Context: an optimization exercise on an open-source flow, tuned for small area, a short achievable clock period and few clock cycles. The choices shown serve that exercise and are no tape-out recipe. In this exercise RTL edits were held to simulation tests only and were not proved equivalent to the original. Power is estimated from default activity; no workload was simulated.

== run 1 ==
// cpuTop
module cpuTop (
    input  logic                       clk,
    input  logic                       reset,
    output logic [32-1:0] wbAdr,
    output logic [32-1:0] wbDatW,
    output logic                       wbWe,
    output logic                       wbCyc,
    output logic                       wbStb,
    input  logic [32-1:0] wbDatR,
    input  logic                       wbAck,
    output logic                       outValid,
    output logic [32-1:0] outData
);
For scale: roughly 4600 cells after synthesis.
==> flow/config.mk <==
export PLATFORM = sky130hd
export DESIGN_NAME = cpuTop
export DESIGN_NICKNAME = cpuTop
export VERILOG_FILES = /design/flow/design.v
export SDC_FILE = /design/flow/constraint.sdc
export NUM_CORES = 4
export LEC_CHECK = 0
export ABC_AREA = 1
export CAP_MARGIN = 20
export CORE_MARGIN = 2
export CORE_UTILIZATION = 40
export PLACE_DENSITY = 0.6
export SETUP_SLACK_MARGIN = 1.8
export SLEW_MARGIN = 20
export TNS_END_PERCENT = 100
==> flow/constraint.sdc <==
create_clock -name core_clock -period 5.5 [get_ports {clk}]
set_input_delay 1.1000 -clock core_clock [delete_from_list [all_inputs] [get_ports {clk}]]
set_output_delay 1.1000 -clock core_clock [all_outputs]
set_load 0.01 [all_outputs]
run.sh (not shown) runs the stock make flow with config.mk's settings and CLKGATE_MAP_FILE= SYNTH_SCRIPT=/design/flow/synth_recipe.tcl, a recipe that flattens the netlist after the stock synthesis.
Run 1 finished end to end and its layout was clean on timing, DRC and antenna.
Testbench counts of run 1, summed over its fixed seeds: cycles 12,647.
What run 2 does differently from run 1 at the input level:
Settings: clearing TNS_END_PERCENT, which used to be 100; swapping 20 for 10 in SLEW_MARGIN; swapping 20 for 10 in CAP_MARGIN; swapping 1.8 for 2.0 in SETUP_SLACK_MARGIN.
==> comparison <==
- Non-clock inverter count in the final layout delta (run 2 -> run 1): insignificant
- Looking at utilization, run 2 sits 0.50 points above run 1.
- Summary: power dissipated by switching net loads, run 2 better than run 1
- Sort run 1 and run 2 by global-route total usage across every layer desc -> top: run 1
- From run 1 to run 2 the numbers moved as follows: maximum frequency increased about 5%; count of antenna-violating nets left after detailed routing stayed essentially flat.
Relative to run 2, the following input files were edited for run 3:
Settings: PLACE_DENSITY: 0.6 -> 0.7; SLEW_MARGIN: 10 -> 20; TNS_END_PERCENT: unset -> 100; CORE_UTILIZATION: 40 -> 50; CAP_MARGIN: 10 -> 20.
## What came out
The flow did not stop early for run 3: all stages ran, and the layout cleared the timing, DRC and antenna checks.
Diff run 2..run 3 | number of H-tree levels | unchanged
Share of synthesized registers carrying an async set or reset across run 3 and run 2: no real change.
Run 3 vs. run 2: global-route usage now sits higher, max-slew headroom at the worst pin went up by 3.9 points, total power now sits higher.
--- input diff run 3..run 4 ---
Settings: changing PLACE_DENSITY from 0.7 to 0.6; changing CORE_UTILIZATION from 50 to 40.
### Flow results
On clock network fraction of design power: run 4 sits above run 3. Going from run 3 to run 4, weighted congestion reported at the end of routability-driven placement decreased about 4%, power drawn by the clock network saw an increase, die area went up by 25%. Standby leakage power: run 3 vs run 4 — no meaningful difference. Signed area change from the synthesized netlist to the final layout: run 4 > run 3. Status: combinational group share of total power parity (run 4, run 3).


cpuTop, a different RTL version from the one above (not shown whole).
Size in the first run: ~710 flip-flops, roughly 41000 um^2 of cells after synthesis.
Settings: LEC_CHECK=0, ABC_CLOCK_PERIOD_IN_PS=2500, CAP_MARGIN=20, CORE_MARGIN=2, CORE_UTILIZATION=40, PLACE_DENSITY=0.6, SLEW_MARGIN=20; clock period 5.5 ns.
The starting point finished clean.
Testbench counts at the start, summed over its fixed seeds: cycles 13,615.
==> next run, changes <==
--- a/flow/config.mk
+++ b/flow/config.mk
@@ -7,3 +7,2 @@
 export LEC_CHECK = 0
-export ABC_CLOCK_PERIOD_IN_PS = 2500
 export CAP_MARGIN = 20
Fmax stays the same.
Die area does not change.
Flip-flop and latch count is unchanged.
Power does not change.


juniper:
Another version of the RTL of cpuTop (not shown whole).
Size in the first run: roughly 3200 cells after synthesis, roughly 750 flip-flops, ~38000 sq um of cells after synthesis.
Settings: LEC_CHECK=0, CAP_MARGIN=20, CORE_MARGIN=2, CORE_UTILIZATION=40, PLACE_DENSITY=0.6, SETUP_SLACK_MARGIN=1.6, SLEW_MARGIN=20, TNS_END_PERCENT=100; clock period 5.5 ns.
Testbench counts of juniper, summed over its fixed seeds: cycles 12,647.
The following lists how quartz was set up differently from juniper:
# juniper
export LEC_CHECK = 0
export CAP_MARGIN = 20
export CORE_MARGIN = 2
export CORE_UTILIZATION = 40
export PLACE_DENSITY = 0.6
export SETUP_SLACK_MARGIN = 1.6
export SLEW_MARGIN = 20
export TNS_END_PERCENT = 100
create_clock -name core_clock -period 5.5 [get_ports {clk}]
# quartz
export LEC_CHECK = 0
export CAP_MARGIN = 20
export CORE_MARGIN = 2
export CORE_UTILIZATION = 55
export PLACE_DENSITY = 0.7
export SETUP_SLACK_MARGIN = 2.0
export SLEW_MARGIN = 20
export TNS_END_PERCENT = 100
create_clock -name core_clock -period 5.5 [get_ports {clk}]
[summary]
Looking at die area, quartz sits about 27% below juniper. quartz vs. juniper: data arrival time at the worst-slack endpoint saw a decrease; wire length saw a decrease.


cpuTop, a different RTL version from the one above (not shown whole).
Size: about 3600 cells after synthesis, roughly 750 flip-flops, ~140 I/O pins, about 45000 um^2 of cells after synthesis.
// cpuTop
module cpuTop (
    input  logic                       clk,
    input  logic                       reset,
    output logic [32-1:0] wbAdr,
    output logic [32-1:0] wbDatW,
    output logic                       wbWe,
    output logic                       wbCyc,
    output logic                       wbStb,
    input  logic [32-1:0] wbDatR,
    input  logic                       wbAck,
    output logic                       outValid,
    output logic [32-1:0] outData
);
clock: 5.5 ns
lec_check: 0
cap_margin: 20
core_margin: 2
core_utilization: 40
place_density: 0.6
setup_slack_margin: 3.0
slew_margin: 20
Testbench counts at the start, summed over its fixed seeds: cycles 12,647.
Edit:
- SETUP_SLACK_MARGIN: 3.0 -> 1.5
The changed run finished with timing, DRC and antenna clean.
Register-to-register slack got worse by 0.20 ns.
Final area goes down by about a fifth.
Core utilization went down by 9.4 points.

[afterwards: timing with drivers on the ports]
No port has a modelled driver above. Below, the same layouts with a new extraction and two added sets of constraints.
Step 1, drivers: a clkbuf_16 drives clk and a buf_2 each remaining input, both assumed.
Step 2 moves the port delays by t, midway between the first and last clock arrival at a register: inputs arrive t later, outputs are due t later. That takes back most of the time a late clock gives input paths.
Three values: no drivers, after step 1, after step 2; two values: the first two.
| run | t (ns) | setup slack, ns | slew at the worst register clock pin (ns) |
|---|---|---|---|
| run 1 | 0.747 | 1.708 / 1.717 / 0.970 | 0.07 / 0.07 |
| run 2 | 0.750 | 1.898 / 1.853 / 1.103 | 0.07 / 0.07 |
| run 3 | 0.725 | 1.948 / 1.895 / 1.170 | 0.07 / 0.07 |
| run 4 | 0.719 | 2.058 / 2.062 / 1.343 | 0.07 / 0.07 |
| the first run of note 2 | 0.719 | 1.104 / 1.104 / 0.673 | 0.07 / 0.07 |
| the second run of note 2 | 0.719 | 1.104 / 1.104 / 0.673 | 0.07 / 0.07 |
| juniper | 0.715 | 1.618 / 1.651 / 0.942 | 0.07 / 0.07 |
| quartz | 0.718 | 1.586 / 1.586 / 1.225 | 0.07 / 0.07 |
| the first run of note 4 | 0.736 | 1.746 / 1.746 / 1.042 | 0.07 / 0.07 |
| the second run of note 4 | 0.734 | 1.542 / 1.542 / 0.881 | 0.07 / 0.07 |
After both steps setup and hold are still met in every run listed. The setup slack of run 2, which loses most, moves by -0.045 ns with the drivers and by -0.795 ns with both steps.
